Background: an optimization exercise with open tools, aiming at small area and a short achievable clock period. Do not read the settings as production practice.
RTL that was checked went through simulation tests only; none was proved equivalent to the original.
Function not checked in runs 1 to 4: the RTL went through the layout flow alone.
Power is estimated from default activity; no workload was simulated.

==> flow/constraint.sdc <==
create_clock -name core_clock -period 40.0 [get_ports {clk}]
set_input_delay 8.0000 -clock core_clock [delete_from_list [all_inputs] [get_ports {clk}]]
set_output_delay 8.0000 -clock core_clock [all_outputs]
set_load 0.01 [all_outputs]
==> flow/design.v <==
module pst_brain_core (
  input  logic       clk,
  input  logic       rst,
  input  logic [7:0] cur0,
  input  logic [7:0] cur1,
  input  logic [7:0] cur2,
  input  logic [7:0] cur3,
  output logic [7:0] phase0,
  output logic [7:0] phase1,
  output logic [7:0] phase2,
  output logic [7:0] phase3,
  output logic [2:0] winner,
  output logic [7:0] winner_score,
  output logic [7:0] winner_rel,
  output logic [7:0] w_ab,
  output logic [7:0] w_ac,
  output logic [7:0] w_ad,
  output logic [7:0] w_bc,
  output logic [7:0] w_bd,
  output logic [7:0] w_cd,
  output logic [7:0] seq_slot_A,
  output logic [7:0] seq_slot_B,
  output logic       seq_force_valid,
  output logic [7:0] seq_force_pred,
  output logic [7:0] pred_out,
  output logic [7:0] pred_err,
  output logic       reward_out,
  output logic [2:0] gamma_cnt,
  output logic [2:0] theta_cnt,
  output logic       theta_tick,
  output logic       episode_last,
  output logic [2:0] ep_winner,
  output logic [3:0] ep_strength,
  output logic       ep_valid,
  output logic       exploit_mode,
  output logic       explore_mode,
  output logic [1:0] confidence_level,
  output logic       err_explore,
  output logic       delta_tick,
  output logic [2:0] topic_winner,
  output logic [2:0] topic_strength,
  output logic       topic_valid
);
  logic [7:0] r_cnt;
  logic [3:0] r_sp, r_jf;
  logic [7:0] r_v     [4];
  logic [7:0] r_phase [4];
  logic [6:0] r_w     [6];
  logic [2:0] r_winner;
  logic [7:0] r_win_score, r_win_rel, r_slot_a, r_slot_b, r_pred, r_pred_err;
  logic       r_reward, r_err_explore, r_dcnt;
  logic [1:0] r_rew_run, r_force_left, r_conf, r_err_run;
  logic [2:0] r_gamma_cnt, r_theta_cnt;
  logic [2:0] r_win_cnt [6];
  logic [2:0] r_ep_cnt  [6];
  logic       r_theta_tick, r_delta_tick, r_ep_valid, r_topic_valid;
  logic [2:0] r_ep_winner, r_topic_winner, r_topic_strength;
  logic [3:0] r_ep_strength;
  logic [2:0] r_vb, r_vm, r_ub, r_um;
  logic       r_explore, r_fv;
  logic [7:0] r_fpred;
  logic [7:0] r_es  [6];
  function automatic logic [8:0] addc8(input logic [7:0] a, input logic [7:0] b,
                                       input logic ci);
    logic       c;
    logic [7:0] s;
    c = ci;
    for (int i = 0; i < 8; i++) begin
      s[i] = a[i] ^ b[i] ^ c;
      c    = (a[i] & b[i]) | (c & (a[i] ^ b[i]));
    end
    addc8 = {c, s};
  endfunction
  function automatic logic [1:0] pair_a(input int p);
    case (p)
      0, 1, 2: pair_a = 2'd0;
      3, 4:    pair_a = 2'd1;
      default: pair_a = 2'd2;
    endcase
  endfunction
  function automatic logic [1:0] pair_b(input int p);
    case (p)
      0:       pair_b = 2'd1;
      1, 3:    pair_b = 2'd2;
      default: pair_b = 2'd3;
    endcase
  endfunction
  logic [7:0] w_cur [4];
  assign w_cur[0] = cur0;
  assign w_cur[1] = cur1;
  assign w_cur[2] = cur2;
  assign w_cur[3] = cur3;
  logic w_gamma_end, w_explore;
  assign w_gamma_end = &r_cnt;
  assign w_explore   = r_explore;
  logic [3:0] w_fire;
  logic [8:0] w_rem [4];
  logic [7:0] w_cnt_m1;
  always_comb begin
    w_cnt_m1 = r_cnt - 8'd1;
    for (int c = 0; c < 4; c++) begin
      w_rem[c]  = {1'b0, r_v[c]} - {1'b0, w_cur[c]};
      w_fire[c] = ~r_sp[c] & w_rem[c][8];
    end
  end
  logic [7:0] w_ph [4];
  always_comb
    for (int c = 0; c < 4; c++) w_ph[c] = !r_sp[c] ? 8'd255 : (r_jf[c] ? 8'd254 : r_v[c]);
  logic [5:0] w_wb [6];
  logic [8:0] q_wb;
  always_comb begin
    q_wb = '0;
    for (int p = 0; p < 6; p++) begin
      q_wb = addc8({3'b0, r_w[p][6:2]},
                   {5'b0, ~w_explore & r_ep_valid & (r_ep_winner == 3'(p)),
                    ~w_explore & r_topic_valid & (r_topic_winner == 3'(p)), 1'b0}, 1'b0);
      w_wb[p] = q_wb[5:0];
    end
  end
  logic [7:0] e_ph [4];
  logic [7:0] e_rel [6];
  logic [7:0] e_score [6];
  logic [8:0] q_t1, q_t2, q_sc;
  always_comb begin
    q_t1 = '0; q_t2 = '0; q_sc = '0;
    for (int c = 0; c < 4; c++) e_ph[c] = !r_sp[c] ? 8'd254 : (r_jf[c] ? 8'd253 : r_v[c]);
    for (int p = 0; p < 6; p++) begin
      q_t1 = addc8(e_ph[pair_a(p)], ~e_ph[pair_b(p)], 1'b0);
      q_t2 = addc8(e_ph[pair_b(p)], ~e_ph[pair_a(p)], 1'b0);
      e_rel[p] = q_t1[8] ? q_t2[7:0] : q_t1[7:0];
      q_sc = addc8({1'b0, e_rel[p][7:1]}, {2'b0, w_wb[p]}, 1'b0);
      e_score[p] = q_sc[7:0];
    end
  end
  logic [5:0] w_valid;
  logic [7:0] w_score [6];
  always_comb
    for (int p = 0; p < 6; p++) begin
      w_valid[p] = r_sp[pair_a(p)] & r_sp[pair_b(p)];
      w_score[p] = w_valid[p] ? r_es[p] : {2'b0, w_wb[p]};
    end
  logic [5:0] gt [6];
  logic [5:0] w_win1h;
  logic [2:0] w_winner;
  logic [7:0] w_best;
  always_comb begin
    for (int p = 0; p < 6; p++) begin
      gt[p] = 6'd0;
      for (int q = 0; q < p; q++) gt[p][q] = (w_score[p] > w_score[q]);
    end
    for (int p = 0; p < 6; p++) begin
      w_win1h[p] = 1'b1;
      for (int q = 0; q < 6; q++) begin
        if (q < p) w_win1h[p] = w_win1h[p] & gt[p][q];
        if (q > p) w_win1h[p] = w_win1h[p] & ~gt[q][p];
      end
    end
    w_winner = {w_win1h[4] | w_win1h[5], w_win1h[2] | w_win1h[3], w_win1h[1] | w_win1h[3] | w_win1h[5]};
    w_best = 8'd0;
    for (int p = 0; p < 6; p++) w_best = w_best | (w_win1h[p] ? w_score[p] : 8'd0);
  end
  logic [5:0] w_win_wb;
  logic [6:0] w_win_rel7;
  logic [7:0] w_best_rel;
  logic [6:0] w_win_w;
  logic       w_win_coh, w_win_valid, w_win_rl;
  always_comb begin
    w_win_wb    = 6'd0;
    w_win_w     = 7'd0;
    w_win_coh   = 1'b0;
    w_win_valid = 1'b0;
    w_win_rl    = 1'b0;
    for (int p = 0; p < 6; p++) begin
      w_win_wb    = w_win_wb | (w_win1h[p] ? w_wb[p] : 6'd0);
      w_win_w     = w_win_w | (w_win1h[p] ? r_w[p] : 7'd0);
      w_win_valid = w_win_valid | (w_win1h[p] & w_valid[p]);
      w_win_rl    = w_win_rl | (w_win1h[p] & ~(w_ph[pair_a(p)][0] ^ w_ph[pair_b(p)][0]));
    end
    w_win_rel7 = w_best[6:0] - {1'b0, w_win_wb};
    w_best_rel = w_win_valid ? {w_win_rel7, w_win_rl} : 8'd0;
    w_win_coh  = w_win_valid & ({w_win_rel7, w_win_rl} >= 8'd235);
  end
  logic [7:0] w_pred, w_err;
  logic [8:0] q_e1, q_e2;
  logic       w_reward, w_hi_err;
  logic [1:0] w_rew_run, w_err_run;
  always_comb begin
    if (r_winner == 3'd0)      w_pred = r_slot_a;
    else if (r_winner == 3'd5) w_pred = r_slot_b;
    else                       w_pred = r_win_score;
    q_e1      = {1'b0, w_best} - {1'b0, w_pred};
    q_e2      = {1'b0, w_pred} - {1'b0, w_best};
    w_err     = q_e1[8] ? q_e2[7:0] : q_e1[7:0];
    w_reward  = (w_err < 8'd5);
    w_hi_err  = (w_err > 8'd5);
    w_rew_run = !w_reward ? 2'd0 : ((r_rew_run == 2'd2) ? 2'd2 : r_rew_run + 2'd1);
    w_err_run = !w_hi_err ? 2'd0 : ((r_err_run == 2'd3) ? 2'd3 : r_err_run + 2'd1);
  end
  logic [6:0] w_inc;
  logic [6:0] w_w_next [6];
  always_comb begin
    w_inc = (w_win_w >= 7'd118) ? 7'd120 : w_win_w + 7'd2;
    for (int p = 0; p < 6; p++) begin
      if (w_win1h[p])  w_w_next[p] = w_win_coh ? w_inc : r_w[p];
      else if (r_dcnt) w_w_next[p] = (r_w[p] != 7'd0) ? r_w[p] - 7'd1 : 7'd0;
      else             w_w_next[p] = r_w[p];
    end
  end
  logic [2:0] v_b, v_m;
  logic [5:0] v_eq, v_take, w_ep1h;
  logic       v_hit, v_sel;
  logic [2:0] w_ep_win;
  logic [3:0] w_ep_str;
  always_comb begin
    v_b = r_vb;
    v_m = r_vm;
    for (int p = 0; p < 6; p++) begin
      v_eq[p]   = (r_win_cnt[p] == v_m);
      v_take[p] = v_eq[p] | ((r_win_cnt[p] + 3'd1 == v_m) & (3'(p) < v_b));
    end
    v_hit = |(w_win1h & v_eq);
    v_sel = |(w_win1h & v_take);
    for (int p = 0; p < 6; p++)
      w_ep1h[p] = v_sel ? w_win1h[p] : (v_b == 3'(p));
    w_ep_win = {w_ep1h[4] | w_ep1h[5], w_ep1h[2] | w_ep1h[3], w_ep1h[1] | w_ep1h[3] | w_ep1h[5]};
    w_ep_str = {1'b0, v_m} + {3'd0, v_hit};
  end
  logic [2:0] u_b, u_m;
  logic [5:0] u_eq, u_take;
  logic       u_hit, u_sel;
  logic [2:0] w_topic_win, w_topic_str;
  always_comb begin
    u_b = r_ub;
    u_m = r_um;
    for (int p = 0; p < 6; p++) begin
      u_eq[p]   = (r_ep_cnt[p] == u_m);
      u_take[p] = u_eq[p] | ((r_ep_cnt[p] + 3'd1 == u_m) & (3'(p) < u_b));
    end
    u_hit = |(w_ep1h & u_eq);
    u_sel = |(w_ep1h & u_take);
    w_topic_win = u_sel ? w_ep_win : u_b;
    w_topic_str = u_m + {2'd0, u_hit};
  end
  logic [1:0] w_force_next;
  always_comb begin
    if (w_rew_run == 2'd2)         w_force_next = 2'd2;
    else if (r_force_left != 2'd0) w_force_next = r_force_left - 2'd1;
    else                           w_force_next = 2'd0;
  end
  logic [1:0] w_conf_new, w_conf_next;
  logic       w_errx_next;
  always_comb begin
    w_conf_new = r_conf;
    if (w_ep_str >= 4'd7)      w_conf_new = (r_conf == 2'd3) ? 2'd3 : r_conf + 2'd1;
    else if (w_ep_str <= 4'd5) w_conf_new = (r_conf == 2'd0) ? 2'd0 : r_conf - 2'd1;
    w_conf_next = (r_gamma_cnt == 3'd7) ? w_conf_new : r_conf;
    if (w_reward)                  w_errx_next = 1'b0;
    else if (w_err_run == 2'd3)    w_errx_next = 1'b1;
    else                           w_errx_next = r_err_explore;
  end
  always_ff @(posedge clk)
    for (int p = 0; p < 6; p++) begin
      r_es[p]   <= e_score[p];
    end
  always_ff @(posedge clk or posedge rst) begin
    if (rst) begin
      r_cnt <= '0;
      r_sp  <= '0;
      r_jf  <= '0;
      r_vb <= '0; r_vm <= '0; r_ub <= '0; r_um <= '0;
      r_explore <= 1'b0;
      r_fv <= 1'b0; r_fpred <= '0;
      for (int c = 0; c < 4; c++) begin
        r_v[c] <= 8'd199; r_phase[c] <= 8'd255;
      end
      for (int p = 0; p < 6; p++) begin
        r_w[p] <= 7'd64; r_win_cnt[p] <= '0; r_ep_cnt[p] <= '0;
      end
      r_winner <= '0; r_win_score <= '0; r_win_rel <= '0;
      r_slot_a <= 8'd0; r_slot_b <= 8'd213;
      r_pred <= '0; r_pred_err <= '0; r_reward <= 1'b0;
      r_rew_run <= '0; r_force_left <= '0; r_err_run <= '0; r_err_explore <= 1'b0;
      r_dcnt <= 1'b0; r_gamma_cnt <= '0; r_theta_cnt <= '0; r_conf <= 2'd2;
      r_theta_tick <= 1'b0; r_delta_tick <= 1'b0; r_ep_valid <= 1'b0; r_topic_valid <= 1'b0;
      r_ep_winner <= '0; r_ep_strength <= '0; r_topic_winner <= '0; r_topic_strength <= '0;
    end else begin
      r_cnt        <= r_cnt + 8'd1;
      r_theta_tick <= 1'b0;
      r_delta_tick <= 1'b0;
      for (int c = 0; c < 4; c++) begin
        if (w_gamma_end) begin
          r_sp[c] <= 1'b0;
          r_jf[c] <= 1'b0;
          r_v[c]  <= 8'd199;
        end else begin
          r_sp[c] <= r_sp[c] | w_fire[c];
          r_jf[c] <= w_fire[c];
          if (r_jf[c])       r_v[c] <= w_cnt_m1;
          else if (!r_sp[c]) r_v[c] <= w_rem[c][7:0];
        end
      end
      if (w_gamma_end) begin
        for (int c = 0; c < 4; c++) r_phase[c] <= w_ph[c];
        for (int p = 0; p < 6; p++) r_w[p] <= w_w_next[p];
        r_winner    <= w_winner;
        r_win_score <= w_best;
        r_win_rel   <= w_best_rel;
        r_slot_a    <= w_score[0];
        r_slot_b    <= w_score[5];
        r_pred      <= w_pred;
        r_pred_err  <= w_err;
        r_reward    <= w_reward;
        r_rew_run   <= w_rew_run;
        r_force_left <= w_force_next;
        r_fv         <= (w_force_next != 2'd0);
        r_fpred      <= (w_force_next != 2'd0) ? w_pred : 8'd0;
        r_err_run <= w_err_run;
        r_err_explore <= w_errx_next;
        r_explore     <= ~w_conf_next[1] | w_errx_next;
        r_dcnt      <= ~r_dcnt;
        r_gamma_cnt <= r_gamma_cnt + 3'd1;
        if (r_gamma_cnt == 3'd7) begin
          for (int p = 0; p < 6; p++) r_win_cnt[p] <= '0;
          r_vb <= '0;
          r_vm <= '0;
          r_ep_winner   <= w_ep_win;
          r_ep_strength <= w_ep_str;
          r_ep_valid    <= 1'b1;
          r_conf        <= w_conf_new;
          r_theta_tick  <= 1'b1;
          if (r_theta_cnt == 3'd4) begin
            r_theta_cnt <= '0;
            for (int p = 0; p < 6; p++) r_ep_cnt[p] <= '0;
            r_ub <= '0;
            r_um <= '0;
            r_topic_winner   <= w_topic_win;
            r_topic_strength <= w_topic_str;
            r_topic_valid    <= 1'b1;
            r_delta_tick     <= 1'b1;
          end else begin
            r_theta_cnt <= r_theta_cnt + 3'd1;
            for (int p = 0; p < 6; p++)
              r_ep_cnt[p] <= r_ep_cnt[p] + {2'd0, w_ep1h[p]};
            r_ub <= w_topic_win;
            r_um <= w_topic_str;
          end
        end else begin
          for (int p = 0; p < 6; p++) r_win_cnt[p] <= r_win_cnt[p] + {2'd0, w_win1h[p]};
          r_vb <= w_ep_win;
          r_vm <= w_ep_str[2:0];
        end
      end
    end
  end
  assign phase0 = r_phase[0];
  assign phase1 = r_phase[1];
  assign phase2 = r_phase[2];
  assign phase3 = r_phase[3];
  assign winner = r_winner;
  assign winner_score = r_win_score;
  assign winner_rel   = r_win_rel;
  assign w_ab = {r_w[0], 1'b0};
  assign w_ac = {r_w[1], 1'b0};
  assign w_ad = {r_w[2], 1'b0};
  assign w_bc = {r_w[3], 1'b0};
  assign w_bd = {r_w[4], 1'b0};
  assign w_cd = {r_w[5], 1'b0};
  assign seq_slot_A      = r_slot_a;
  assign seq_slot_B      = r_slot_b;
  assign seq_force_valid = r_fv;
  assign seq_force_pred  = r_fpred;
  assign pred_out        = r_pred;
  assign pred_err        = r_pred_err;
  assign reward_out      = r_reward;
  assign gamma_cnt       = r_gamma_cnt;
  assign theta_cnt       = r_theta_cnt;
  assign theta_tick      = r_theta_tick;
  assign episode_last    = (r_gamma_cnt == 3'd7);
  assign ep_winner       = r_ep_winner;
  assign ep_strength     = r_ep_strength;
  assign ep_valid        = r_ep_valid;
  assign exploit_mode    = (r_conf == 2'd3);
  assign explore_mode    = w_explore;
  assign confidence_level = r_conf;
  assign err_explore     = r_err_explore;
  assign delta_tick      = r_delta_tick;
  assign topic_winner    = r_topic_winner;
  assign topic_strength  = r_topic_strength;
  assign topic_valid     = r_topic_valid;
endmodule
==> flow/config.mk <==
export PLATFORM = sky130hd
export DESIGN_NAME = pst_brain_core
export DESIGN_NICKNAME = pst_brain_core
export VERILOG_FILES = /design/flow/design.v
export SDC_FILE = /design/flow/constraint.sdc
export NUM_CORES = 4
export LEC_CHECK = 0
export ABC_AREA = 1
export CAP_MARGIN = 20
export CORE_MARGIN = 2
export CORE_UTILIZATION = 40
export SLEW_MARGIN = 20
==> flow/run.sh <==
#!/bin/bash
# synth_recipe.tcl (not shown) runs the flow's synth.tcl, then flattens the netlist and writes it again
# the make line also repeats each setting of config.mk as NAME=value (left out here)
make -C /OpenROAD-flow-scripts/flow DESIGN_CONFIG=/design/flow/config.mk WORK_HOME=/design/flow/orfs CLKGATE_MAP_FILE= SYNTH_SCRIPT=/design/flow/synth_recipe.tcl finish
==> results.toml, run 1 <==
[placement]
dp.final_hpwl_um = 62000
place.port_buffers = 197
gp_congestion = 0.966
placed_cell_area_mm2 = 0.0282

[route]
num_vias = 22006
drt-pass1-iter-count = 6
avgRoutedWirePerCell_um = 19.0
vias_per_cell = 5.19
drc = 0
wl_um = 80600
first_iter_violations = 1670
ant_nets = 0

[power_and_ir_drop]
cellLeakagePower_nw = 15.1
ir_worst_vdd_uv = 29.0
power_density_mw_per_mm2 = 36.5

[floorplanning]
initial_core_util_pct = 40.6
rows = 91
ios = 204
die_h_um = 255
dieWidth_um = 255
dieArea_mm2 = 0.0649
core_area_mm2 = 0.0619

[worst_setup_path]
setup.worst_path.start_class = "register"
cpMostUsedCell = "ha_1"
cp_data_required_time_ns = 32.00
cp_cell_sequence = "ha_1, ha_1, clkdlybuf4s50_1"
critPathSlowestCell = "clkdlybuf4s50_1"
max_stage_delay_ns = 0.50
worstPathMaxFanout = 3
endpoint_kind = "output pin"
worst_ep_arrival_time_ns = 1.89
criticalPathCategory = "reg2out"

[sta]
rsz0062_at_grt = "false"
fmax_ghz = 0.101
fin_skew_ns = 0.0243
fin_setup_tns_ns = 0
period_share_pct = 24.7
relSlewSlack_pct = 17.4
final-hold-violation-count = 0
finalSetupViolations = 0
whs_ns = 0.449
tightest_slew_ns = 1.23
drv_slew = 0
finalCriticalPeriod_ns = 9.89

[clock_network]
cts_root_buf = "clkbuf_16"
numCtsBuffers = 39
htree_levels = 2
cts_tree = "done"
cts_resized = 0
worst_skew_pair.late_latency_ns = 0.57
post_cts_buffers = 0
holdBufCountCts = 0
clk_pin_slew_ns = 0.06
clockBufferDepth = 3
cts.sinks = 313

[global_routing]
grt_pass1_wl_um = 124000
grt_pass1_vias = 20966
overflow = 0
grt_antenna_before_repair = 0
grt_max_degree = 168
grt_util_all_layers_pct = 25.0

[synthesis]
synth_warnings = 17
syn_inst = 3176
synth_area_per_cell_um2 = 7.93
synth_seq_area_share_pct = 30.5
synth_area_mm2 = 0.0252
yosys.cell_types.count = 60
synth_seq_cells = 313

[run]
cap_violations = 0

[layout]
drive_above_1_share_pct = 7.71
n_antenna_cell = 0
finalInstanceArea_mm2 = 0.0295
area_growth_pct = 17.1
nets = 3777

[min_path]
min_path_type = "reg2reg"

[run_status]
status = "finished clean"
==> cells in the final DEF, fill, tap and decap left out, types with 64 or more instances in the layout <==
master,Yosys,routed
a21oi_1,121,121
clkdlybuf4s50_1,0,197
dfrtp_1,201,201
dfstp_2,64,64
fa_1,121,121
ha_1,252,252
inv_1,426,424
nand2_1,768,768
nand3_1,149,149
nor2_1,206,206
o21ai_0,196,192
xor2_1,92,92
==> Yosys cell counts, drive strengths merged <==
master / instances / share of area, %
clkbuf: 66 / 0.99
clkinv: 5 / 0.075
mux2i: 19 / 0.76
o211ai: 17 / 0.51
a21oi: 123 / 2.5
dfstp: 64 / 6.7
a32o: 8 / 0.32
a21o: 5 / 0.15
o21ai: 225 / 4.5
nor3: 45 / 0.93
nand3: 152 / 3.1
ha: 252 / 13
o21bai: 14 / 0.42
a22oi: 1 / 0.030
nor4: 4 / 0.099
mux2: 8 / 0.36
o221ai: 1 / 0.035
nand2: 799 / 12
and3: 7 / 0.17
a2111oi: 3 / 0.10
dfrtp: 201 / 20
o31ai: 2 / 0.060
dfxtp: 48 / 3.8
xnor2: 32 / 1.1
a221oi: 8 / 0.28
fa: 121 / 9.6
a21boi: 6 / 0.18
xor2: 92 / 3.2
or2: 14 / 0.35
buf: 27 / 0.61
a22o: 15 / 0.52
conb: 1 / 0.015
nand3b: 7 / 0.21
nand4: 34 / 0.89
o2111ai: 7 / 0.24
a31oi: 11 / 0.27
nor3b: 2 / 0.060
o21a: 4 / 0.12
o22ai: 54 / 1.3
a32oi: 9 / 0.31
nor2: 217 / 3.4
inv: 446 / 6.7
==> metrics by stage <==
stage	std cells	setup WS, ns	power (mW)	util [%]
after CTS	4235	30.06	1.08	47.6
after detailed placement	4165	29.62	0.709	45.5
after global placement	4165	29.66	0.705	45.5
after global routing	4236	29.97	1.15	47.6
after floorplan	3181	24.81	0.604	-
final	4236	30.11	1.08	47.6
==> report_power, final <==
| part | internal, mW | total, mW | switching [mW] |
|---|---|---|---|
| Sequential | 0.320 | 0.322 | 0.00124 |
| Combinational | 0.120 | 0.388 | 0.268 |
| Clock | 0.223 | 0.366 | 0.143 |
==> metal layers <==
metal  vias up  GRT usage [%]  share of wire [%]
met5         -              0                  0
met1     10389           35.4                 46
met4         0           7.39                3.0
li1      10736              -                  -
met2       743           39.1                 44
met3       138           4.37                7.5
==> worst max-delay path, delay by kind of cell (launching register included) <==
| family | cells | cell delay, ns |
|---|---|---|
| adder cells (fa/ha/maj) | 2 | 0.43 |
| buffers and inverters | 1 | 0.50 |
| flip-flops | 1 | 0.41 |
==> worst paths after layout <==
kind / start / end / slack, ns / cells after the start
max: r_gamma_cnt[0] / episode_last / 30.11 / 3
min: r_es[5][2] / r_slot_b[2] / 0.45 / 2
max reg2reg: r_explore / r_fpred[7] / 31.18 / 39
min reg2reg: r_es[5][2] / r_slot_b[2] / 0.45 / 2
max in group asynchronous: rst / r_err_run[0] / 30.59 / 3
min in group asynchronous: rst / r_v[2][5] / 8.00 / 2
==> cell type report <==
| type | instances | area [µm²] |
|---|---|---|
| Inverter | 451 | 1710 |
| Tap cell | 837 | 1050 |
| Clock buffer | 61 | 1180 |
| Clock inverter | 9 | 131 |
| Fill cell | 6209 | 32500 |
| Timing Repair Buffer | 241 | 2310 |
| Multi-Input combinational cell | 2324 | 15400 |
| Sequential cell | 313 | 7670 |
==> sequential cells by signal (all words and copies together), names as in the netlist, 4 cells and up <==
signal,count
r_cnt,8
r_w,42
r_win_score,8
r_win_cnt,18
r_v,32
r_fpred,8
r_slot_b,8
r_pred,8
r_ep_strength,4
r_es,48
r_slot_a,8
r_win_rel,8
r_phase,32
r_ep_cnt,18
r_pred_err,8
r_sp,4
r_jf,4
==> cells by family (layout without fill, tap and decap cells) <==
| kind of cell | Yosys count | after routing | synth area share (%) |
|---|---|---|---|
| AOI/OAI and AO/OA | 513 | 513 | 11.9 |
| xor gates and xnor gates | 124 | 124 | 4.31 |
| adders and majority gates | 373 | 373 | 22.2 |
| buffers and inverters | 544 | 762 | 8.32 |
| DFF | 313 | 313 | 30.5 |
| muxes | 27 | 27 | 1.11 |
| other | 1 | 6 | 0.0149 |
| and+or+nand+nor | 1281 | 1281 | 21.7 |
==> run 2, diff against run 1 <==
--- a/flow/design.v
+++ b/flow/design.v
@@ -139,25 +139,27 @@
       w_valid[p] = r_sp[pair_a(p)] & r_sp[pair_b(p)];
       w_score[p] = w_valid[p] ? r_es[p] : {2'b0, w_wb[p]};
     end
-  logic [5:0] gt [6];
+  logic       t01, t23, t45, gBA, gCA, gCB, wA, wB, wC;
+  logic [7:0] s01, s23, s45;
   logic [5:0] w_win1h;
   logic [2:0] w_winner;
   logic [7:0] w_best;
   always_comb begin
-    for (int p = 0; p < 6; p++) begin
-      gt[p] = 6'd0;
-      for (int q = 0; q < p; q++) gt[p][q] = (w_score[p] > w_score[q]);
-    end
-    for (int p = 0; p < 6; p++) begin
-      w_win1h[p] = 1'b1;
-      for (int q = 0; q < 6; q++) begin
-        if (q < p) w_win1h[p] = w_win1h[p] & gt[p][q];
-        if (q > p) w_win1h[p] = w_win1h[p] & ~gt[q][p];
-      end
-    end
-    w_winner = {w_win1h[4] | w_win1h[5], w_win1h[2] | w_win1h[3], w_win1h[1] | w_win1h[3] | w_win1h[5]};
-    w_best = 8'd0;
-    for (int p = 0; p < 6; p++) w_best = w_best | (w_win1h[p] ? w_score[p] : 8'd0);
+    t01 = w_score[1] > w_score[0];
+    t23 = w_score[3] > w_score[2];
+    t45 = w_score[5] > w_score[4];
+    s01 = t01 ? w_score[1] : w_score[0];
+    s23 = t23 ? w_score[3] : w_score[2];
+    s45 = t45 ? w_score[5] : w_score[4];
+    gBA = s23 > s01;
+    gCA = s45 > s01;
+    gCB = s45 > s23;
+    wA  = ~gBA & ~gCA;
+    wB  = gBA & ~gCB;
+    wC  = gCA & gCB;
+    w_win1h  = {wC & t45, wC & ~t45, wB & t23, wB & ~t23, wA & t01, wA & ~t01};
+    w_winner = {wC, wB, w_win1h[1] | w_win1h[3] | w_win1h[5]};
+    w_best   = (wA ? s01 : 8'd0) | (wB ? s23 : 8'd0) | (wC ? s45 : 8'd0);
   end
   logic [5:0] w_win_wb;
   logic [6:0] w_win_rel7;
==> flow/flow/run.sh (new file) <==
#!/bin/bash
set -euo pipefail
bash standard.sh BUFFER_PORTS_ARGS="-buffer_cell sky130_fd_sc_hd__buf_1" finish > standard.log 2>&1
==> flow/standard.sh (new file) <==
#!/bin/bash
# synth_recipe.tcl (not shown) runs the flow's synth.tcl, then flattens the netlist and writes it again
# the make line also repeats each setting of config.mk as NAME=value (left out here)
make -C /OpenROAD-flow-scripts/flow DESIGN_CONFIG=/design/flow/config.mk WORK_HOME=/design/flow/orfs CLKGATE_MAP_FILE= SYNTH_SCRIPT=/design/flow/synth_recipe.tcl "${@:-finish}"
removed: flow/run.sh
==> run 2 against run 1 <==
Final area is 9.9% lower. Register-to-register slack worse by 0.71 ns. Area after synthesis is 6.2% lower. Sequential power fell by 2%. Via count is 8.1% lower. Worst setup slack better by 0.29 ns. Clock skew down 0.0035 ns. Die area decreased by 6.1%.
==> results.toml, run 2 <==
[clock_network]
cts_resized = 0
clockBufferDepth = 3
htree_levels = 2
cts.sinks = 313
post_cts_buffers = 0
clk_pin_slew_ns = 0.06
cts_root_buf = "clkbuf_16"
cts_tree = "done"
worst_skew_pair.late_latency_ns = 0.57
holdBufCountCts = 0
numCtsBuffers = 39

[global_routing]
grt_util_all_layers_pct = 23.7
overflow = 0
grt_pass1_wl_um = 112000
grt_pass1_vias = 19305
grt_max_degree = 153
grt_antenna_before_repair = 0

[layout]
n_antenna_cell = 0
largest-register = "r_es"
nets = 3451
final_cell_mix = "nand2_1 (755), inv_1 (368), o21ai_0 (248), dfrtp_1 (201), buf_1 (197)"
fillers = 5901
drive_above_1_share_pct = 7.87
area_growth_pct = 12.5
largestRegisters = "r_es: 48 flops, r_w: 42 flops"
seqCellArea_mm2 = 0.00767
final_common_cell = "nand2_1"
multi_input_area_mm2 = 0.0141
largest_register_ffs = 48

[floorplanning]
core_area_mm2 = 0.0587
rows = 89
initial_core_util_pct = 40.2
die_h_um = 247
ios = 204
dieArea_mm2 = 0.0610
dieWidth_um = 247

[power_and_ir_drop]
cellLeakagePower_nw = 13.3
total_power_mw = 0.718
power_density_mw_per_mm2 = 27.0
ir_worst_vdd_uv = 29.1

[sta]
final-hold-violation-count = 0
whs_ns = 0.483
tightest_slew_ns = 1.11
fin_setup_tns_ns = 0
fmax_ghz = 0.104
rsz0062_at_grt = "false"
relSlewSlack_pct = 25.0
fin_skew_ns = 0.0208
drv_slew = 0
finalCriticalPeriod_ns = 9.60
finalSetupViolations = 0
period_share_pct = 24.0

[worst_setup_path]
critPathBufInv = 1
max_stage_delay_ns = 0.42
worstPathMaxFanout = 4
cpMostUsedCell = "ha_1"
setup.worst_path.start_class = "register"
worst_ep_arrival_time_ns = 1.60
critPathTopFamily = "adder cells"
critPathSlowestCell = "dfrtp_1"
endpoint_kind = "output pin"
cp_cell_sequence = "ha_1, ha_1, buf_1"
criticalPathCategory = "reg2out"
cp_data_required_time_ns = 32.00

[route]
ant_nets = 0
num_vias = 20234
avgRoutedWirePerCell_um = 18.3
first_iter_violations = 1409
vias_per_cell = 5.17
drc = 0
drt-pass1-iter-count = 6
wl_um = 71800

[synthesis]
synth_top_cell_by_area = "dfrtp_1"
synth_area_mm2 = 0.0236
synth_most_common_cell = "nand2_1"
yosys.cell_types.count = 69
synth_area_per_cell_um2 = 8.07
synth_edf_count = 0
synthTopCellsByCount = "nand2_1 (755), inv_1 (370), o21ai_0 (248)"
netlist.area_leader.share_pct = 21.3
synth_seq_cells = 313
syn_inst = 2928
synth_warnings = 16
ys.flop_type = "dfrtp_1"
synth_seq_area_share_pct = 32.5
synth.area.top_cells = "dfrtp_1 (21%), nand2_1 (12%), fa_1 (10%)"
async_flop_share_pct = 84.7

[run_status]
status = "finished clean"

[placement]
place.port_buffers = 197
dp.final_hpwl_um = 56200
gp_congestion = 0.915

[min_path]
min_path_type = "reg2reg"

[run]
cap_violations = 0
-- run 2: changes by cell type after synthesis, moves of 11 or more --
cell,change
nand3_1,-38
o21ai_1,-11
nor2_1,-45
a21oi_1,-11
xor2_1,-40
inv_2,-13
inv_1,-56
o22ai_1,-31
o21ai_0,+52
xnor2_1,+23
nor3_1,-13
nand2_1,-13
ha_1,-65
-- run 2: worst paths after layout --
| kind | from | to | slack, ns | depth (start not counted) |
|---|---|---|---|---|
| setup / recovery | r_gamma_cnt[0] | episode_last | 30.40 | 3 |
| hold / removal | r_dcnt | r_dcnt | 0.48 | 1 |
| setup reg to reg | r_explore | r_fpred[5] | 30.47 | 44 |
| hold reg to reg | r_dcnt | r_dcnt | 0.48 | 1 |
| max in group asynchronous | rst | r_w[3][5] | 31.06 | 3 |
| min in group asynchronous | rst | r_reward | 7.59 | 2 |
-- run 2: cell type report --
cell class                      count  area share [%]
Clock inverter                     22            1.19
Sequential cell                   313            28.9
Tap cell                          773            3.64
Multi-Input combinational cell   2146            53.2
Timing Repair Buffer              221            3.51
Inverter                          388            5.53
Clock buffer                       49            4.05
-- run 2: cells by family after synthesis --
| kind of cell | synth area share [%] |
|---|---|
| other | 0.0159 |
| xor gates and xnor gates | 4.04 |
| DFF | 32.5 |
| buffers and inverters | 7.82 |
| muxes | 1.17 |
| adders and majority gates | 20.2 |
| and+or+nand+nor | 21.3 |
| AOI/OAI and AO/OA | 13.0 |
-- run 2: metal layers --
metal  GRT usage [%]  vias to the layer above  routed length (µm)
met5               0                        -                   0
met4            7.81                        0                2350
met3            3.13                      119                3720
met2            38.8                      534               33700
met1            32.2                     9702               32000
li1                -                     9879                   -
-- run 2: per-stage QoR --
| step | cell area (µm²) | instances | util, % | setup WS, ns |
|---|---|---|---|---|
| floorplan | 23600 | 2933 | - | 24.81 |
| global placement | 25200 | 3841 | 42.9 | 30.08 |
| detailed placement | 25200 | 3841 | 42.9 | 30.03 |
| CTS | 26600 | 3912 | 45.3 | 30.36 |
| global route | 26600 | 3912 | 45.3 | 29.56 |
| finish | 26600 | 3912 | 45.3 | 30.40 |
-- run 2: power breakdown --
part | switching (mW) | total (mW) | internal, mW
logic | 0.0116 | 0.0167 | 0.00513
clock network | 0.148 | 0.385 | 0.238
registers | 0 | 0.316 | 0.316
total | 0.159 | 0.718 | 0.559
==> run 3, diff against run 2 <==
--- a/flow/design.v
+++ b/flow/design.v
@@ -60,6 +60,8 @@
   logic       r_explore, r_fv;
   logic [7:0] r_fpred;
   logic [7:0] r_es  [6];
+  logic [5:0] r_wb  [6];
+  logic       r_elast, r_exploit;
   function automatic logic [8:0] addc8(input logic [7:0] a, input logic [7:0] b,
                                        input logic ci);
     logic       c;
@@ -137,7 +139,7 @@
   always_comb
     for (int p = 0; p < 6; p++) begin
       w_valid[p] = r_sp[pair_a(p)] & r_sp[pair_b(p)];
-      w_score[p] = w_valid[p] ? r_es[p] : {2'b0, w_wb[p]};
+      w_score[p] = w_valid[p] ? r_es[p] : {2'b0, r_wb[p]};
     end
   logic       t01, t23, t45, gBA, gCA, gCB, wA, wB, wC;
   logic [7:0] s01, s23, s45;
@@ -173,7 +175,7 @@
     w_win_valid = 1'b0;
     w_win_rl    = 1'b0;
     for (int p = 0; p < 6; p++) begin
-      w_win_wb    = w_win_wb | (w_win1h[p] ? w_wb[p] : 6'd0);
+      w_win_wb    = w_win_wb | (w_win1h[p] ? r_wb[p] : 6'd0);
       w_win_w     = w_win_w | (w_win1h[p] ? r_w[p] : 7'd0);
       w_win_valid = w_win_valid | (w_win1h[p] & w_valid[p]);
       w_win_rl    = w_win_rl | (w_win1h[p] & ~(w_ph[pair_a(p)][0] ^ w_ph[pair_b(p)][0]));
@@ -263,6 +265,7 @@
   always_ff @(posedge clk)
     for (int p = 0; p < 6; p++) begin
       r_es[p]   <= e_score[p];
+      r_wb[p]   <= w_wb[p];
     end
   always_ff @(posedge clk or posedge rst) begin
     if (rst) begin
@@ -272,6 +275,7 @@
       r_vb <= '0; r_vm <= '0; r_ub <= '0; r_um <= '0;
       r_explore <= 1'b0;
       r_fv <= 1'b0; r_fpred <= '0;
+      r_elast <= 1'b0; r_exploit <= 1'b0;
       for (int c = 0; c < 4; c++) begin
         r_v[c] <= 8'd199; r_phase[c] <= 8'd255;
       end
@@ -319,6 +323,8 @@
         r_err_run <= w_err_run;
         r_err_explore <= w_errx_next;
         r_explore     <= ~w_conf_next[1] | w_errx_next;
+        r_exploit     <= (w_conf_next == 2'd3);
+        r_elast       <= (r_gamma_cnt == 3'd6);
         r_dcnt      <= ~r_dcnt;
         r_gamma_cnt <= r_gamma_cnt + 3'd1;
         if (r_gamma_cnt == 3'd7) begin
@@ -377,11 +383,11 @@
   assign gamma_cnt       = r_gamma_cnt;
   assign theta_cnt       = r_theta_cnt;
   assign theta_tick      = r_theta_tick;
-  assign episode_last    = (r_gamma_cnt == 3'd7);
+  assign episode_last    = r_elast;
   assign ep_winner       = r_ep_winner;
   assign ep_strength     = r_ep_strength;
   assign ep_valid        = r_ep_valid;
-  assign exploit_mode    = (r_conf == 2'd3);
+  assign exploit_mode    = r_exploit;
   assign explore_mode    = w_explore;
   assign confidence_level = r_conf;
   assign err_explore     = r_err_explore;
==> run 3 against run 2 <==
First-iteration DRC count up 3.8%. Clock power grew 12%. Largest power group unchanged. Register-to-register slack better by 0.71 ns. Non-clock buffer count grew 5. Sequential share of layout area increased by 1.8 points. Largest cell class unchanged.
==> results.toml, run 3 <==
[layout]
drive_above_1_share_pct = 8.68
largestRegisters = "r_es: 48 flops, r_w: 42 flops, r_wb: 36 flops"
n_antenna_cell = 0
largest-register = "r_es"
final_common_cell = "nand2_1"
largest_register_ffs = 48
final_cell_mix = "nand2_1 (710), inv_1 (361), nor2_1 (213), o21ai_0 (208), dfrtp_1 (203)"
fin_cells = 3961
nets = 3486
area_growth_pct = 12.7

[synthesis]
synth_edf_count = 0
synth_area_mm2 = 0.0244
async_flop_share_pct = 76.1
synth.area.top_cells = "dfrtp_1 (21%), nand2_1 (11%), fa_1 (9.9%)"
synth_top_cell_by_area = "dfrtp_1"
synth_seq_cells = 351
synth_warnings = 17
synth_most_common_cell = "nand2_1"
syn_inst = 2956
synthTopCellsByCount = "nand2_1 (711), inv_1 (363), nor2_1 (213)"
ys.flop_type = "dfrtp_1"
netlist.area_leader.share_pct = 20.8
yosys.cell_types.count = 62
synth_area_per_cell_um2 = 8.26
synth_seq_area_share_pct = 34.6

[worst_setup_path]
rr_startpoint = "r_sp[3]"
max_stage_delay_ns = 0.64
cp_cell_sequence = "buf_1"
endpoint_kind = "output pin"
critPathSlowestCell = "dfrtp_1"
setup.worst_path.start_class = "register"
worst_ep_arrival_time_ns = 1.44
startpoint = "r_w[5][2]"
crit_end = "w_cd[3]"
cp_data_required_time_ns = 32.00
r2r_slack_ns = 31.18
critPathTopFamily = "flip-flops"
criticalPathCategory = "reg2out"
worstSetupPathDepth = 1
r2r_cells = 42
worstPathMaxFanout = 8
critPathBufInv = 1
r2r-end = "r_fpred[6]"

[power_and_ir_drop]
power.switching_mw = 0.177
power_density_mw_per_mm2 = 29.2
swShare_pct = 22.0
ir_worst_vdd_uv = 26.4
comb_power_share_pct = 2.0
power_frac_clock_pct = 53.9
total_power_mw = 0.804
cellLeakagePower_nw = 13.6
power_frac_seq_pct = 44.1
p_int_mw = 0.627

[sta]
rsz0062_at_grt = "false"
relSlewSlack_pct = 26.7
drv_slew = 0
fin_skew_ns = 0.0273
finalSetupViolations = 0
fmax_ghz = 0.106
tightest_slew_ns = 1.10
whs_ns = 0.482
finalCriticalPeriod_ns = 9.44
final-hold-violation-count = 0
period_share_pct = 23.6
fin_setup_tns_ns = 0

[route]
vias_per_cell = 5.14
ant_nets = 0
drc = 0
drt-pass1-iter-count = 5
first_iter_violations = 1462
num_vias = 20358
avgRoutedWirePerCell_um = 18.6
wl_um = 73700

[floorplanning]
initial_core_util_pct = 40.5
dieWidth_um = 251
rows = 90
dieArea_mm2 = 0.0631
core_area_mm2 = 0.0604
die_h_um = 251
ios = 204

[placement]
place.port_buffers = 197
dp.final_hpwl_um = 57000
dp_cells = 3881
gp_congestion = 0.906

[global_routing]
grt_pass1_vias = 19792
grt_pass1_wl_um = 115000
overflow = 0
grt_max_degree = 139
grt_antenna_before_repair = 0
grt_util_all_layers_pct = 23.5

[run]
cap_violations = 0

[clock_network]
htree_levels = 2
cts_resized = 0
post_cts_buffers = 0
worst_skew_pair.late_latency_ns = 0.59
cts_root_buf = "clkbuf_16"
cts_tree = "done"
clk_pin_slew_ns = 0.06
numCtsBuffers = 43
clockBufferDepth = 3
cts.sinks = 351
holdBufCountCts = 0

[min_path]
min_path_type = "reg2reg"

[run_status]
status = "finished clean"
## run 3: cell count changes after synthesis, sizes merged, moves of 9 or more
cell and delta:
a21oi +11, xor2 +10, dfxtp +36, o21ai -53, clkbuf -10, nand2 -31, buf +12, a31oi +9
a21boi -14, nand4 -13, o211ai -10, nor2 +56
## run 3: logic make-up after synthesis
| logic type | Yosys count | share of synthesized area (%) |
|---|---|---|
| XOR/XNOR | 126 | 4.52 |
| buffers and inverters | 479 | 7.88 |
| flip-flops | 351 | 34.6 |
| adder cells (fa/ha/maj) | 308 | 19.5 |
| AND/OR/NAND/NOR | 1194 | 21.0 |
| other | 1 | 0.0154 |
| AO/OA/AOI/OAI | 466 | 11.3 |
| multiplexers | 31 | 1.30 |
## run 3: area by class of cell
cell class,instances,area (µm²)
multi-input cells,2131,14100
flip-flops and latches,351,8440
fillers,6064,32800
clock buffers,58,1220
well taps,782,978
clock inverters,22,340
repair buffers,226,970
inverters,391,1480
## run 3: metrics by stage
stage	util [%]	cell area [µm²]	worst slack, ns
3_5_place_dp	43.0	26000	30.01
2_1_floorplan	-	24400	24.75
6_report	45.6	27500	30.56
3_3_place_gp	43.0	26000	30.03
4_1_cts	45.6	27500	30.53
5_1_grt	45.6	27500	30.26
## run 3: worst min-delay path by stage
stage                          start                to  cells past startpoint
finish               r_force_left[0]   r_force_left[0]                      2
global route        r_ep_strength[3]  r_ep_strength[3]                      2
CTS                        r_pred[0]         r_pred[0]                      2
detailed placement         r_pred[2]         r_pred[2]                      2
global placement           r_pred[0]         r_pred[0]                      2
floorplan                 r_es[5][6]       r_slot_b[6]                      2
## run 3: tightest hold or removal path, delay by kind of cell, from the launching register on
kind,cells,cell delay [ns]
AND/OR/NAND/NOR,2,0.10
flip-flops,1,0.34
## run 3: power groups by stage
stage | sequential, mW | combinational, mW | clock [mW]
CTS | 0.354 | 0.0168 | 0.441
global route | 0.354 | 0.0192 | 0.456
global placement | 0.361 | 0.0165 | 0
floorplan | 0.361 | 0.0120 | 0
detailed placement | 0.361 | 0.0167 | 0
finish | 0.354 | 0.0163 | 0.433
## run 3: layer usage
| metal | vias to the layer above | track usage [%] | routed length [µm] |
|---|---|---|---|
| met4 | 0 | 7.21 | 2270 |
| met3 | 126 | 3.33 | 3520 |
| li1 | 9933 | - | - |
| met2 | 529 | 40.5 | 35900 |
| met1 | 9770 | 30.7 | 32100 |
| met5 | - | 0 | 0 |
==> run 4, diff against run 3 <==
--- a/flow/design.v
+++ b/flow/design.v
@@ -60,6 +60,7 @@
   logic       r_explore, r_fv;
   logic [7:0] r_fpred;
   logic [7:0] r_es  [6];
+  logic [5:0] r_el;
   logic [5:0] r_wb  [6];
   logic       r_elast, r_exploit;
   function automatic logic [8:0] addc8(input logic [7:0] a, input logic [7:0] b,
@@ -119,21 +120,13 @@
       w_wb[p] = q_wb[5:0];
     end
   end
-  logic [7:0] e_ph [4];
-  logic [7:0] e_rel [6];
-  logic [7:0] e_score [6];
-  logic [8:0] q_t1, q_t2, q_sc;
-  always_comb begin
-    q_t1 = '0; q_t2 = '0; q_sc = '0;
-    for (int c = 0; c < 4; c++) e_ph[c] = !r_sp[c] ? 8'd254 : (r_jf[c] ? 8'd253 : r_v[c]);
-    for (int p = 0; p < 6; p++) begin
-      q_t1 = addc8(e_ph[pair_a(p)], ~e_ph[pair_b(p)], 1'b0);
-      q_t2 = addc8(e_ph[pair_b(p)], ~e_ph[pair_a(p)], 1'b0);
-      e_rel[p] = q_t1[8] ? q_t2[7:0] : q_t1[7:0];
-      q_sc = addc8({1'b0, e_rel[p][7:1]}, {2'b0, w_wb[p]}, 1'b0);
-      e_score[p] = q_sc[7:0];
+  logic [7:0] e_init [6];
+  logic [5:0] e_dec;
+  always_comb
+    for (int p = 0; p < 6; p++) begin
+      e_init[p] = 8'd127 + {2'b0, w_wb[p]};
+      e_dec[p]  = r_sp[pair_a(p)] ^ r_sp[pair_b(p)];
     end
-  end
   logic [5:0] w_valid;
   logic [7:0] w_score [6];
   always_comb
@@ -178,7 +171,7 @@
       w_win_wb    = w_win_wb | (w_win1h[p] ? r_wb[p] : 6'd0);
       w_win_w     = w_win_w | (w_win1h[p] ? r_w[p] : 7'd0);
       w_win_valid = w_win_valid | (w_win1h[p] & w_valid[p]);
-      w_win_rl    = w_win_rl | (w_win1h[p] & ~(w_ph[pair_a(p)][0] ^ w_ph[pair_b(p)][0]));
+      w_win_rl    = w_win_rl | (w_win1h[p] & r_el[p]);
     end
     w_win_rel7 = w_best[6:0] - {1'b0, w_win_wb};
     w_best_rel = w_win_valid ? {w_win_rel7, w_win_rl} : 8'd0;
@@ -264,8 +257,14 @@
   end
   always_ff @(posedge clk)
     for (int p = 0; p < 6; p++) begin
-      r_es[p]   <= e_score[p];
-      r_wb[p]   <= w_wb[p];
+      if (r_cnt == 8'd0) begin
+        r_es[p] <= e_init[p];
+        r_el[p] <= 1'b1;
+      end else if (e_dec[p]) begin
+        if (!r_el[p]) r_es[p] <= r_es[p] - 8'd1;
+        r_el[p] <= ~r_el[p];
+      end
+      r_wb[p] <= w_wb[p];
     end
   always_ff @(posedge clk or posedge rst) begin
     if (rst) begin
==> run 4 against run 3 <==
Critical path depth stayed put. Synthesized cell count is 1.3% higher. Total power is 0.78% lower. Hold slack worse by 0.022 ns. Largest power group unchanged. Still clean. Clock-buffer cell count is 3 higher. Register-to-register slack worse by 0.62 ns. Area after synthesis is 3.6% lower. Worst setup slack worse by 0.058 ns.
==> results.toml, run 4 <==
[sta]
finalCriticalPeriod_ns = 9.50
fin_setup_tns_ns = 0
fmax_ghz = 0.105
tightest_slew_ns = 1.03
period_share_pct = 23.7
fin_skew_ns = 0.0350
relSlewSlack_pct = 31.3
final-hold-violation-count = 0
drv_slew = 0
rsz0062_at_grt = "false"
fin_ws_ns = 30.50
finalSetupViolations = 0

[global_routing]
grt_pass1_wl_um = 110000
grt_util_all_layers_pct = 23.1
grt_max_degree = 118
grt_pass1_vias = 19326
overflow = 0
grt_antenna_before_repair = 0

[layout]
n_antenna_cell = 0
fillers = 5968
largest-register = "r_es"
largest_register_ffs = 48
nets = 3407
final_cell_mix = "nand2_1 (749), inv_1 (350), o21ai_0 (249), nor2_1 (241), dfrtp_1 (203)"
final_common_cell = "nand2_1"
area_growth_pct = 12.1
largestRegisters = "r_es: 48 flops, r_w: 42 flops, r_wb: 36 flops"
drive_above_1_share_pct = 7.07

[worst_setup_path]
cp_data_required_time_ns = 32.00
setup.worst_path.start_class = "register"
critPathTopFamily = "flip-flops"
worstPathMaxFanout = 7
worst_ep_arrival_time_ns = 1.50
critPathSlowestCell = "dfstp_2"
max_stage_delay_ns = 0.66
critPathBufInv = 1
criticalPathCategory = "reg2out"
endpoint_kind = "output pin"
cp_cell_sequence = "buf_1"

[synthesis]
syn_inst = 2995
synth_most_common_cell = "nand2_1"
netlist.area_leader.share_pct = 21.6
ys.flop_type = "dfrtp_1"
synth_warnings = 15
async_flop_share_pct = 74.8
synth_area_per_cell_um2 = 7.86
synth_top_cell_by_area = "dfrtp_1"
synth_seq_cells = 357
synth_area_mm2 = 0.0235
synthTopCellsByCount = "nand2_1 (749), inv_1 (351), o21ai_0 (249)"
synth_seq_area_share_pct = 38.4
yosys.cell_types.count = 67
synth_edf_count = 48
synth.area.top_cells = "dfrtp_1 (22%), nand2_1 (12%), ha_1 (11%)"

[clock_network]
cts.sinks = 357
numCtsBuffers = 44
htree_levels = 2
cts_tree = "done"
cts_resized = 0
clockBufferDepth = 3
cts_root_buf = "clkbuf_16"
post_cts_buffers = 0
worst_skew_pair.late_latency_ns = 0.59
clk_pin_slew_ns = 0.06
holdBufCountCts = 0

[floorplanning]
initial_core_util_pct = 40.6
dieWidth_um = 247
dieArea_mm2 = 0.0608
core_area_mm2 = 0.0579
rows = 88
die_h_um = 247
ios = 204

[route]
first_iter_violations = 1419
drt-pass1-iter-count = 6
ant_nets = 0
vias_per_cell = 5.20
drc = 0
num_vias = 20594
avgRoutedWirePerCell_um = 17.8
wl_um = 70600

[run_status]
status = "finished clean"

[power_and_ir_drop]
cellLeakagePower_nw = 13.1
ir_worst_vdd_uv = 26.1
power_density_mw_per_mm2 = 30.2

[placement]
dp.final_hpwl_um = 53000
place.port_buffers = 197
gp_congestion = 0.908
dp_slack_ns = 29.96

[min_path]
min_path_type = "reg2reg"

[run]
cap_violations = 0
[run 4: cell types whose count changed after synthesis, moves of 12 or more]
cell	previous run	this run
nand2_1	711	749
a22o_1	24	12
a31oi_1	15	32
ha_1	187	199
o21ai_0	208	249
a22oi_1	5	17
inv_1	363	351
mux2i_1	25	9
nand3_1	118	144
xnor2_1	63	86
nor2_1	213	243
dfxtp_1	84	42
fa_1	121	13
edfxtp_1	0	48
[run 4: area by class of cell]
class / count / area (µm²) / share of cell area [%]
Multi-Input combinational cell: 2186 / 12700 / 48.1
Inverter: 362 / 1370 / 5.19
Timing Repair Buffer: 210 / 837 / 3.17
Tap cell: 765 / 957 / 3.63
Clock inverter: 21 / 251 / 0.953
Clock buffer: 61 / 1240 / 4.69
Sequential cell: 357 / 9040 / 34.3
[run 4: cell families after synthesis]
family          after synthesis  synth area share, %
fa+ha+maj                   212                 11.7
xor+xnor                    141                 5.25
buf+inv                     457                 7.76
mux                          11                0.478
other cells                   1               0.0159
compound gates              533                 13.3
simple gates               1283                 23.1
flops                       357                 38.4
[run 4: path summary, 6_finish.rpt]
check	to	startpoint	slack, ns	cells after the start
min in group asynchronous	r_theta_cnt[1]	rst	7.55	2
min	r_phase[0][2]	r_phase[0][2]	0.46	2
min reg2reg	r_phase[0][2]	r_phase[0][2]	0.46	2
max in group asynchronous	r_slot_b[1]	rst	30.80	3
max reg2reg	r_fpred[4]	r_sp[2]	30.56	43
max	w_cd[7]	r_w[5][6]	30.50	1
[run 4: where the power goes]
group | switching, mW | leakage, nW | internal, mW
registers | 0 | 4.35 | 0.367
clock network | 0.165 | 0.735 | 0.249
logic | 0.0116 | 8.04 | 0.00482
[run 4: through the flow]
step	power (mW)	utilization [%]	cells	instance area, µm²	hold slack (ns)
after floorplan	0.386	-	3000	23600	0.442
after global placement	0.390	43.0	3880	24900	0.451
after detailed placement	0.390	43.0	3880	24900	0.454
after CTS	0.805	45.6	3962	26400	0.463
after global routing	0.823	45.6	3962	26400	0.476
final	0.797	45.6	3962	26400	0.460
[run 4: per-layer routing]
| layer | share of wire, % | global-route usage, % |
|---|---|---|
| met1 | 47 | 33.1 |
| met4 | 2.2 | 5.76 |
| met2 | 44 | 36.1 |
| met3 | 6.5 | 3.71 |
| met5 | 0 | 0 |
==> run 5, diff against run 4 <==
--- a/flow/design.v
+++ b/flow/design.v
@@ -61,7 +61,6 @@
   logic [7:0] r_fpred;
   logic [7:0] r_es  [6];
   logic [5:0] r_el;
-  logic [5:0] r_wb  [6];
   logic       r_elast, r_exploit;
   function automatic logic [8:0] addc8(input logic [7:0] a, input logic [7:0] b,
                                        input logic ci);
@@ -132,7 +131,7 @@
   always_comb
     for (int p = 0; p < 6; p++) begin
       w_valid[p] = r_sp[pair_a(p)] & r_sp[pair_b(p)];
-      w_score[p] = w_valid[p] ? r_es[p] : {2'b0, r_wb[p]};
+      w_score[p] = w_valid[p] ? r_es[p] : {2'b0, w_wb[p]};
     end
   logic       t01, t23, t45, gBA, gCA, gCB, wA, wB, wC;
   logic [7:0] s01, s23, s45;
@@ -168,7 +167,7 @@
     w_win_valid = 1'b0;
     w_win_rl    = 1'b0;
     for (int p = 0; p < 6; p++) begin
-      w_win_wb    = w_win_wb | (w_win1h[p] ? r_wb[p] : 6'd0);
+      w_win_wb    = w_win_wb | (w_win1h[p] ? w_wb[p] : 6'd0);
       w_win_w     = w_win_w | (w_win1h[p] ? r_w[p] : 7'd0);
       w_win_valid = w_win_valid | (w_win1h[p] & w_valid[p]);
       w_win_rl    = w_win_rl | (w_win1h[p] & r_el[p]);
@@ -264,7 +263,6 @@
         if (!r_el[p]) r_es[p] <= r_es[p] - 8'd1;
         r_el[p] <= ~r_el[p];
       end
-      r_wb[p] <= w_wb[p];
     end
   always_ff @(posedge clk or posedge rst) begin
     if (rst) begin
==> run 5 against run 4 <==
Core utilization shrank 0.14 points. Maximum frequency shrank 0.43%. Sequential share of layout area shrank 1.8 points. Register-to-register slack lost 0.096 ns. Non-clock buffer count grew 1. Die area shrank 2.9%. Clock power shrank 8.0%. Total power shrank 8.5%. First-iteration DRC count grew 23%. Area after synthesis shrank 3.0%. Critical path type is now reg2reg. Largest cell class unchanged. Highest routed layer unchanged.
==> results.toml, run 5 <==
[worst_setup_path]
critPathBufInv = 4
critPathTopFamily = "compound AO/OA/AOI/OAI gates"
worst_ep_arrival_time_ns = 10.01
endpoint_kind = "register"
rr_startpoint = "r_explore"
r2r-end = "r_fpred[6]"
worstPathMaxFanout = 17
worstSetupPathDepth = 45
cpMostUsedCell = "nand2_1"
setup.worst_path.start_class = "register"
cp_data_required_time_ns = 40.48
max_stage_delay_ns = 0.74
criticalPathCategory = "reg2reg"
r2r_cells = 45
critPathSlowestCell = "o21ai_0"
r2r_slack_ns = 30.46

[sta]
tightest_slew_ns = 0.972
rsz0062_at_grt = "false"
period_share_pct = 23.8
fmax_ghz = 0.105
fin_skew_ns = 0.0220
finalCriticalPeriod_ns = 9.54
finalSetupViolations = 0
relSlewSlack_pct = 34.5
drv_slew = 0
fin_setup_tns_ns = 0
final-hold-violation-count = 0

[layout]
multi_input_area_mm2 = 0.0126
final_cell_mix = "nand2_1 (724), inv_1 (387), nor2_1 (290), o21ai_0 (265), dfrtp_1 (203)"
n_antenna_cell = 0
final_common_cell = "nand2_1"
nets = 3416
largest-register = "r_es"
drive_above_1_share_pct = 7.55
largest_register_ffs = 48
seqCellArea_mm2 = 0.00832
fillers = 5848
area_growth_pct = 12.2
finalInstanceArea_mm2 = 0.0256
largestRegisters = "r_es: 48 flops, r_w: 42 flops"
fin_cells = 3963

[synthesis]
synth_seq_area_share_pct = 36.4
synth_seq_cells = 321
netlist.area_leader.share_pct = 22.2
syn_inst = 3012
synth_area_mm2 = 0.0228
synth_top_cell_by_area = "dfrtp_1"
yosys.cell_types.count = 61
synth_warnings = 14
synth_edf_count = 48
synth_most_common_cell = "nand2_1"
synthTopCellsByCount = "nand2_1 (724), inv_1 (389), nor2_1 (291)"
synth.area.top_cells = "dfrtp_1 (22%), nand2_1 (12%), ha_1 (11%)"
async_flop_share_pct = 83.2
ys.flop_type = "dfrtp_1"
synth_area_per_cell_um2 = 7.58

[clock_network]
clk_pin_slew_ns = 0.06
numCtsBuffers = 41
worst_skew_pair.late_latency_ns = 0.57
cts.sinks = 321
htree_levels = 2
holdBufCountCts = 0
cts_tree = "done"
clockBufferDepth = 3
cts_root_buf = "clkbuf_16"
post_cts_buffers = 0
cts_resized = 0

[placement]
placed_cell_area_mm2 = 0.0242
gp_congestion = 0.937
dp.final_hpwl_um = 51900
place.port_buffers = 197
dp_cells = 3887

[route]
first_iter_violations = 1752
vias_per_cell = 5.20
ant_nets = 0
num_vias = 20615
drc = 0
wl_um = 69000
avgRoutedWirePerCell_um = 17.4
drt-pass1-iter-count = 5

[power_and_ir_drop]
ir_worst_vdd_uv = 23.6
power_density_mw_per_mm2 = 28.5
cellLeakagePower_nw = 13.1

[min_path]
min_path_type = "reg2reg"
worstHoldStart = "r_phase[0][2]"
hold_end = "r_phase[0][2]"
min_path_cells = 2

[floorplanning]
ios = 204
rows = 87
die_h_um = 243
dieArea_mm2 = 0.0590
dieWidth_um = 243
initial_core_util_pct = 40.5
core_area_mm2 = 0.0564

[global_routing]
grt_util_all_layers_pct = 23.1
grt_pass1_vias = 19271
grt_pass1_wl_um = 109000
grt_max_degree = 156
overflow = 0
grt_antenna_before_repair = 0

[run_status]
status = "finished clean"

[run]
cap_violations = 0
-- run 5: changes by cell type after synthesis, moves of 16 or more --
cell | before | now
clkbuf_1 | 57 | 76
dfxtp_1 | 42 | 6
inv_1 | 351 | 389
nand2_1 | 749 | 724
nand3_1 | 144 | 128
nor2_1 | 243 | 291
o21ai_0 | 249 | 265
xnor2_1 | 86 | 59
xor2_1 | 55 | 73
-- run 5: area by class of cell --
class | instances | area share, %
multi-input cells | 2194 | 49.1
flip-flops and latches | 321 | 32.5
inverters | 405 | 5.96
clock buffers | 62 | 4.71
well taps | 756 | 3.69
repair buffers | 211 | 3.34
clock inverters | 14 | 0.684
-- run 5: per-stage QoR --
step                      hold WS, ns  power [mW]  utilization (%)  worst slack, ns
after global routing            0.493       0.754             45.4            29.50
after detailed placement        0.464       0.355             43.0            29.96
after global placement          0.459       0.355             43.0            29.97
after floorplan                 0.450       0.350                -            24.75
final                           0.477       0.730             45.4            30.46
after CTS                       0.477       0.739             45.4            30.52
-- run 5: where the power goes --
group          leakage, nW  internal (mW)  switching, mW
combinational         8.42        0.00528         0.0122
clock                0.681          0.229          0.153
sequential            4.04          0.331      0.0000385
-- run 5: worst max-delay path by stage --
stage / to / slack [ns] / start
floorplan: r_cnt[0] / 24.75 / rst
global placement: r_v[3][7] / 29.97 / cur3[1]
detailed placement: r_v[3][7] / 29.96 / cur3[1]
CTS: w_cd[3] / 30.52 / r_w[5][2]
global route: r_fpred[6] / 29.50 / r_explore
finish: r_fpred[6] / 30.46 / r_explore
-- run 5: cell families after synthesis --
kind of cell | share of synthesized area (%)
other | 0.0164
multiplexers | 0.351
AO/OA/AOI/OAI | 13.7
AND/OR/NAND/NOR | 24.1
flip-flops | 36.4
buffers and inverters | 8.53
adder cells (fa/ha/maj) | 11.8
XOR/XNOR | 5.06
-- run 5: per-layer routing --
metal  vias up  wire (µm)  global-route usage [%]  part of all wire [%]
li1      10179          -                       -                     -
met1      9720      32700                    33.4                    47
met2       616      30500                    36.2                    44
met3       100       4170                    3.24                   6.0
met4         0       1730                    6.04                   2.5
met5         -          0                       0                     0
-- run 5: worst min-delay path: cells and delay by family, from the launching register on --
kind	cells	cell delay (ns)
and+or+nand+nor	2	0.11
DFF	1	0.37
==> run 6, diff against run 5 <==
--- a/flow/config.mk
+++ b/flow/config.mk
@@ -8,5 +8,5 @@
 export ABC_AREA = 1
 export CAP_MARGIN = 20
 export CORE_MARGIN = 2
-export CORE_UTILIZATION = 40
+export CORE_UTILIZATION = 60
 export SLEW_MARGIN = 20
==> run 6 against run 5 <==
Non-clock buffer count decreased by 1. Sequential power about the same. Core utilization increased by 22 points. Still clean on timing, DRC and antenna. Highest routed layer is now met5. Largest cell class unchanged. Total power decreased by 1.8%. Worst setup slack got worse by 0.027 ns. Combinational power increased by 3%. Sequential share of layout area increased by 0.44 points. Critical path depth decreased by 27. Die area decreased by 33%. Critical path type is now in2reg.
==> results.toml, run 6 <==
[run_status]
status = "finished clean"

[clock_network]
cts_tree = "done"
cts.sinks = 321
worst_skew_pair.late_latency_ns = 0.58
htree_levels = 2
clockBufferDepth = 3
post_cts_buffers = 0
numCtsBuffers = 39
holdBufCountCts = 0
cts_root_buf = "clkbuf_16"
cts_resized = 0
clk_pin_slew_ns = 0.06

[route]
vias_per_cell = 5.72
first_iter_violations = 1625
drt-pass1-iter-count = 6
num_vias = 21245
avgRoutedWirePerCell_um = 18.0
wl_um = 66800
ant_nets = 0
drc = 0

[floorplanning]
initial_core_util_pct = 60.8
core_area_mm2 = 0.0376
die_h_um = 199
dieArea_mm2 = 0.0396
dieWidth_um = 199
ios = 204
rows = 71

[global_routing]
overflow = 0
grt_antenna_before_repair = 1
grt_util_all_layers_pct = 33.6
grt_max_degree = 109
grt_pass1_vias = 19883
grt_pass1_wl_um = 105000

[worst_setup_path]
max_stage_delay_ns = 0.29
cpMostUsedCell = "nand2_1"
worst_ep_arrival_time_ns = 10.05
rr_startpoint = "r_topic_winner[1]"
cp_cell_sequence = "buf_1, inv_1, ha_1, nand2_1, nor2_1, a211oi_1, inv_1, nand2_1, inv_1, o21ai_0, nand2_1, nand2_1, inv_1, o21ai_0, nand2_1, or2_2, nand3_1, a32oi_1"
setup.worst_path.start_class = "input port"
cp_data_required_time_ns = 40.49
worstPathMaxFanout = 2
endpoint_kind = "register"
startpoint = "cur1[1]"
critPathSlowestCell = "or2_2"
criticalPathCategory = "in2reg"

[layout]
final_common_cell = "nand2_1"
final_cell_mix = "nand2_1 (724), inv_1 (387), nor2_1 (291), o21ai_0 (265), dfrtp_1 (203)"
n_antenna_cell = 0
area_growth_pct = 10.7
largestRegisters = "r_es: 48 flops, r_w: 42 flops"
drive_above_1_share_pct = 7.53
largest_register_ffs = 48
nets = 3413
largest-register = "r_es"

[sta]
rsz0062_at_grt = "false"
fin_skew_ns = 0.0212
final-hold-violation-count = 0
fmax_ghz = 0.105
finalCriticalPeriod_ns = 9.56
finalSetupViolations = 0
period_share_pct = 23.9
relSlewSlack_pct = 27.1
whs_ns = 0.464
drv_slew = 0
fin_setup_tns_ns = 0
tightest_slew_ns = 1.09

[synthesis]
synth_area_mm2 = 0.0228
synth_area_per_cell_um2 = 7.58
synth_most_common_cell = "nand2_1"
ys.flop_type = "dfrtp_1"
synth_top_cell_by_area = "dfrtp_1"
yosys.cell_types.count = 61
synth.area.top_cells = "dfrtp_1 (22%), nand2_1 (12%), ha_1 (11%)"
synth_seq_cells = 321
synth_seq_area_share_pct = 36.4
synthTopCellsByCount = "nand2_1 (724), inv_1 (389), nor2_1 (291)"
syn_inst = 3012
synth_warnings = 14
synth_edf_count = 48
async_flop_share_pct = 83.2
netlist.area_leader.share_pct = 22.2

[placement]
dp.final_hpwl_um = 50000
place.port_buffers = 197
gp_congestion = 0.992

[power_and_ir_drop]
cellLeakagePower_nw = 13.1
ir_worst_vdd_uv = 27.4
power_density_mw_per_mm2 = 28.3
total_power_mw = 0.717

[min_path]
min_path_type = "reg2reg"
worstHoldStart = "r_phase[3][2]"

[run]
cap_violations = 0
run 6: report_power, final:
group	switching, mW	total [mW]	internal, mW
Combinational	0.0124	0.0179	0.00549
Sequential	0.0000392	0.331	0.331
Clock	0.146	0.368	0.222
run 6: cells by family (layout without fill, tap and decap cells):
family          Yosys count  count (layout)  synth area share (%)
mux                       8               8                 0.351
fa+ha+maj               208             208                  11.8
buf+inv                 502             685                  8.53
compound gates          538             538                  13.7
flops                   321             321                  36.4
xor+xnor                132             132                  5.06
other cells               1               6                0.0164
simple gates           1302            1302                  24.1
run 6: critical path: cells and delay by family:
family                   cells  cell delay [ns]
buffers and inverters        5             0.38
adder cells (fa/ha/maj)      1             0.28
AO/OA/AOI/OAI                4             0.58
AND/OR/NAND/NOR              8             0.80
run 6: per-layer routing:
| metal | routed length [µm] | vias up | track usage, % |
|---|---|---|---|
| met5 | 13 | - | 0 |
| met2 | 30600 | 850 | 54.6 |
| li1 | - | 10191 | - |
| met4 | 2480 | 2 | 13.5 |
| met1 | 28900 | 10056 | 45.2 |
| met3 | 4760 | 146 | 4.96 |
run 6: path summary, 6_finish.rpt:
path	slack, ns	endpoint	depth (start not counted)
max reg2reg	30.62	r_fv	48
min in group asynchronous	7.59	r_theta_tick	2
max in group asynchronous	31.13	r_slot_a[4]	3
min reg2reg	0.46	r_phase[3][2]	2
min	0.46	r_phase[3][2]	2
max	30.44	r_v[1][7]	18
run 6: layout make-up:
class / instances / area [µm²]
multi-input cells: 2194 / 12600
fillers: 3257 / 12300
flip-flops and latches: 321 / 8320
inverters: 405 / 1530
clock buffers: 53 / 1150
repair buffers: 210 / 861
well taps: 511 / 639
clock inverters: 17 / 189
run 6: stage by stage:
stage | setup slack, ns | area (µm²) | utilization, % | std cells
4_1_cts | 30.43 | 25200 | 67.2 | 3710
3_3_place_gp | 30.01 | 23900 | 63.6 | 3640
5_1_grt | 29.75 | 25300 | 67.3 | 3711
2_1_floorplan | 24.75 | 22900 | - | 3017
6_report | 30.44 | 25300 | 67.3 | 3711
3_5_place_dp | 29.96 | 23900 | 63.6 | 3640

-- what the ideal ports hide --
In the flow no input, the clock included, has a driving cell. The finished layouts below were timed again as built, in two steps. Step 1 sets driving cells, clkbuf_16 on the clock port and buf_2 on the other inputs (assumed; they add their load-dependent delay and slew). Step 2 also shifts input and output timing later by t, the mid clock arrival at the registers, as if the neighbouring blocks saw the same clock. a / b / c = ideal / step 1 / step 2; a / b = the first two.
| run | shift t [ns] | setup WS [ns] | hold slack, ns |
|---|---|---|---|
| run 1 | 0.615 | 30.107 / 30.045 / 29.599 | 0.449 / 0.449 / 0.449 |
| run 2 | 0.617 | 30.395 / 30.338 / 30.014 | 0.483 / 0.483 / 0.483 |
| run 3 | 0.641 | 30.562 / 30.500 / 29.991 | 0.482 / 0.482 / 0.482 |
| run 4 | 0.629 | 30.504 / 30.444 / 29.916 | 0.460 / 0.460 / 0.460 |
| run 5 | 0.618 | 30.464 / 30.464 / 29.928 | 0.477 / 0.477 / 0.477 |
| run 6 | 0.623 | 30.437 / 30.459 / 29.836 | 0.464 / 0.464 / 0.464 |
After both steps every run listed still meets setup and hold. The setup slack of run 6, which loses most, moves by +0.022 ns with the drivers and by -0.601 ns with both steps.
